From an optimization exercise on the open Yosys and OpenROAD flow, aimed at small area, a short achievable clock period and few clock cycles per item; shortcuts taken in it are not production practice.
No activity file was given, so power comes from the tool's default toggle rates.

== run 1 ==
// hls_dot_kernel
module hls_dot_kernel (
  input  logic        clk,
  input  logic        reset,
  input  logic        start,
  input  logic [3:0]  len,
  input  logic        wr_en,
  input  logic        wr_sel,
  input  logic [2:0]  wr_addr,
  input  logic [31:0] wr_data,
  output logic        busy,
  output logic        finished,
  output logic [31:0] return_val
);
  logic [31:0] r_mem_x [8];
  logic [31:0] r_mem_y [8];
  logic        r_busy, r_fin;
  logic [31:0] r_ret;
  logic [7:0]  r_fl;
  logic        r_dirty;
  logic        r_fb_run, r_fb_mark;
  logic [2:0]  r_fb_cnt, r_fb_last;
  logic        r_sh_vld;
  logic [2:0]  r_sh_addr;
  logic [31:0] r_a, r_acc;
  logic [15:0] r_neg, r_one, r_two;    
  logic        r_clr1, r_clr2;         
  logic        r_lat;                  
  logic        w_idle, w_acc_st, w_acc_wr, w_fast, w_fb_st, w_mark, w_mul_y;
  logic [3:0]  w_len_c;
  logic [7:0]  w_mask;
  logic [2:0]  w_raddr;
  logic [31:0] w_b, w_p;
  logic [32:0] w_bx;
  assign w_idle   = !r_busy;
  assign w_acc_st = start && !reset && w_idle;
  assign w_acc_wr = wr_en && !reset && w_idle;
  assign w_len_c  = (len > 4'd8) ? 4'd8 : len;
  assign w_mask   = 8'((9'd1 << w_len_c) - 9'd1);
  assign w_fast   = (w_len_c != 4'd0) && !r_dirty && (r_fl == w_mask) && !wr_en;
  assign w_fb_st  = w_acc_st && !w_fast;
  assign w_mark = (w_acc_st && w_fast) || r_fb_mark;
  always_ff @(posedge clk) begin
    if (w_acc_wr) begin
      if (wr_sel) r_mem_y[wr_addr] <= wr_data;
      else        r_mem_x[wr_addr] <= wr_data;
    end
  end
  assign w_raddr = r_fb_run ? r_fb_cnt : wr_addr;
  assign w_mul_y = r_fb_run ? !(r_sh_vld && r_sh_addr == r_fb_cnt)
                            : (w_acc_st && w_acc_wr && {1'b0, wr_addr} < w_len_c);
  assign w_b  = w_mul_y ? r_mem_y[w_raddr] : ((w_acc_wr && wr_sel && !w_acc_st) ? wr_data : 32'd0);
  assign w_bx = {w_b, 1'b0};
  always_ff @(posedge clk) begin
    r_a <= r_mem_x[w_raddr];
    for (int r = 0; r < 16; r++) begin
      r_neg[r] <= w_bx[2*r+2];
      r_one[r] <= w_bx[2*r+1] ^ w_bx[2*r];
      r_two[r] <= (w_bx[2*r+2] && !w_bx[2*r+1] && !w_bx[2*r]) ||
  ...
Size in the first run: roughly 2,700 cells after synthesis, ~78 I/O pins, roughly 39,000 um^2 of cells after synthesis.
clock: 8.0 ns
lec_check: 0
cap_margin: 20
core_margin: 2
core_utilization: 40
setup_slack_margin: 4.6
slew_margin: 20
standard.sh (not shown) runs the stock make flow with config.mk's settings and CLKGATE_MAP_FILE= SYNTH_SCRIPT=/design/flow/synth_recipe.tcl, a recipe that flattens the netlist after the stock synthesis.
==> flow/flow/run.sh <==
#!/bin/bash
# The standard layout (the standard.sh, synthesis unchanged), except that
# buffer_ports buffers the ports with buf_4 cells instead of the delay buffer
# it picks by itself. make's whole output goes to flow_make.log; ORFS keeps
# each step's log under orfs/logs/.
set -euo pipefail
bash standard.sh "BUFFER_PORTS_ARGS=-buffer_cell sky130_fd_sc_hd__buf_4" finish > flow_make.log 2>&1
Run 1 went all the way through the flow, and no timing, DRC or antenna check failed.
> inputs changed (run 1 -> run 2)
Settings: a change of SETUP_SLACK_MARGIN from 4.6 to 4.4.
==> flow/run.sh (new file) <==
#!/bin/bash
# synth_recipe.tcl (not shown) runs the flow's synth.tcl, then flattens the netlist and writes it again
# the make line also repeats each setting of config.mk as NAME=value (left out here)
make -C /OpenROAD-flow-scripts/flow DESIGN_CONFIG=/design/flow/config.mk WORK_HOME=/design/flow/orfs CLKGATE_MAP_FILE= SYNTH_SCRIPT=/design/flow/synth_recipe.tcl finish
removed: flow/flow/run.sh
removed: flow/standard.sh
Findings:
- Where reg-to-reg setup timing slack is concerned, run 1 is better than run 2.
- Diff run 1 -> run 2 | met2 demand-to-capacity share in global routing | decrease of 0.55 points
- Going from run 1 to run 2, clock buffer instance count of the final layout shrank slightly.
Function was not checked in any run of this note: the RTL went through the layout flow alone.

========
Starting RTL as in the previous note.
Design hls_dot_kernel, start of the top module:
module hls_dot_kernel (
  input  logic        clk,
  input  logic        reset,
  input  logic        start,
  input  logic [3:0]  len,
  input  logic        wr_en,
  input  logic        wr_sel,
  input  logic [2:0]  wr_addr,
  input  logic [31:0] wr_data,
  output logic        busy,
  output logic        finished,
  output logic [31:0] return_val
);
  logic [31:0] r_mem_x [8];
  logic [31:0] r_mem_y [8];
  logic        r_busy, r_fin;
  logic [31:0] r_ret;
  logic [7:0]  r_fl;
  logic        r_dirty;
  logic        r_fb_run, r_fb_mark;
  logic [2:0]  r_fb_cnt, r_fb_last;
  logic        r_sh_vld;
  logic [2:0]  r_sh_addr;
  logic [31:0] r_a, r_acc;
  logic [15:0] r_neg, r_one, r_two;    
  logic        r_clr1, r_clr2;         
  logic        r_lat;                  
  logic        w_idle, w_acc_st, w_acc_wr, w_fast, w_fb_st, w_mark, w_mul_y;
  logic [3:0]  w_len_c;
  logic [7:0]  w_mask;
  logic [2:0]  w_raddr;
  logic [31:0] w_b, w_p;
  logic [32:0] w_bx;
  assign w_idle   = !r_busy;
  assign w_acc_st = start && !reset && w_idle;
  assign w_acc_wr = wr_en && !reset && w_idle;
  assign w_len_c  = (len > 4'd8) ? 4'd8 : len;
  assign w_mask   = 8'((9'd1 << w_len_c) - 9'd1);
  ...
==> flow/config.mk <==
export PLATFORM = sky130hd
export DESIGN_NAME = hls_dot_kernel
export DESIGN_NICKNAME = hls_dot_kernel
export VERILOG_FILES = /design/flow/design.v
export SDC_FILE = /design/flow/constraint.sdc
export NUM_CORES = 4
export LEC_CHECK = 0
export CAP_MARGIN = 20
export CORE_MARGIN = 2
export CORE_UTILIZATION = 40
export SETUP_SLACK_MARGIN = 4.6
export SLEW_MARGIN = 20
==> flow/constraint.sdc <==
create_clock -name core_clock -period 8.0 [get_ports {clk}]
set_input_delay 1.6000 -clock core_clock [delete_from_list [all_inputs] [get_ports {clk}]]
set_output_delay 1.6000 -clock core_clock [all_outputs]
set_load 0.01 [all_outputs]
==> flow/flow/run.sh <==
#!/bin/bash
# The standard layout (standard.sh) with two changes: buffer_ports buffers
# the ports with buf_4 cells instead of the delay buffer it picks by itself,
# and synthesis leaves full and half adders to abc (no ADDER_MAP_FILE) instead
# of mapping them to the slow fa/ha cells. Registers are untouched. make's
# whole output goes to flow_make.log; ORFS keeps each step's log in orfs/logs/.
set -euo pipefail
bash standard.sh "BUFFER_PORTS_ARGS=-buffer_cell sky130_fd_sc_hd__buf_4" "ADDER_MAP_FILE=" finish > flow_make.log 2>&1
The first run passed the timing, design-rule and antenna checks.
Rerun with:
- SETUP_SLACK_MARGIN: 4.6 -> 5
After rerunning: Utilization came out higher by 2.0 points. Total power came out higher by about 6%. Worst setup slack loses 66 ps.
Rerun with:
==> flow/run.sh (new file) <==
#!/bin/bash
# synth_recipe.tcl (not shown) runs the flow's synth.tcl, then flattens the netlist and writes it again
# the make line also repeats each setting of config.mk as NAME=value (left out here)
make -C /OpenROAD-flow-scripts/flow DESIGN_CONFIG=/design/flow/config.mk WORK_HOME=/design/flow/orfs CLKGATE_MAP_FILE= SYNTH_SCRIPT=/design/flow/synth_recipe.tcl finish
- SETUP_SLACK_MARGIN: 5 -> 4.6
removed: flow/flow/run.sh
removed: flow/standard.sh
Effect:
- fmax stays flat
- routed wire length fell by 2.6%
- final area fell by 2.3%
- worst setup slack improves by 8.8 ps
- area after synthesis fell by 2.0%
Rerun with:
- CORE_UTILIZATION: 40 -> 65
Now the flow produced a layout that fails on antenna rules.
Critical path depth goes down by 2.
First-iteration DRC count goes up by about 9%.
Total power goes up by 7.1%.
Clock power goes down by 11%.
Non-clock buffer count goes up by 15.
Sequential share of layout area goes up by 0.94 points.
Design area goes down by 2.2%.
Routed wire length goes down by 0.36%.
Register-to-register slack improved by 50 ps.
Fmax goes up by 1.4%.
No functional check of the RTL was part of any run of this note.

[re-timing with driven ports]
The flow's constraints put no driver on any port. The routed layouts listed below were extracted and timed again, unchanged, in two steps.
Step 1 assumes that a clkbuf_16 drives the clock port and a buf_2 every other input.
Step 2 adds t to the input delays and takes it off the output delays; t is the mean of the earliest and latest rising clock arrival at the registers after step 1. Input paths then give back, and output paths get back, about the clock's delay inside the block.
a / b / c = ideal / step 1 / step 2; a / b = the first two.
| run | t, ns | slack for setup (ns) | latest minus earliest clock arrival (ns) | worst register clock-pin slew, ns |
|---|---|---|---|---|
| run 1 | 0.706 | 4.488 / 4.488 / 4.008 | 0.034 / 0.034 | 0.07 / 0.07 |
| run 2 | 0.722 | 4.427 / 4.427 / 3.868 | 0.065 / 0.065 | 0.06 / 0.06 |
| the first run of note 2 | 0.714 | 4.443 / 4.443 / 4.112 | 0.039 / 0.039 | 0.08 / 0.08 |
| the second run of note 2 | 0.723 | 4.378 / 4.378 / 4.293 | 0.034 / 0.034 | 0.07 / 0.07 |
| the third run of note 2 | 0.701 | 4.387 / 4.387 / 4.030 | 0.042 / 0.042 | 0.06 / 0.06 |
| the fourth run of note 2 | 0.682 | 4.435 / 4.435 / 4.039 | 0.032 / 0.031 | 0.08 / 0.08 |
For run 2, which loses most, drivers alone change the setup slack by 0.000 ns; drivers and shift together by -0.559 ns.
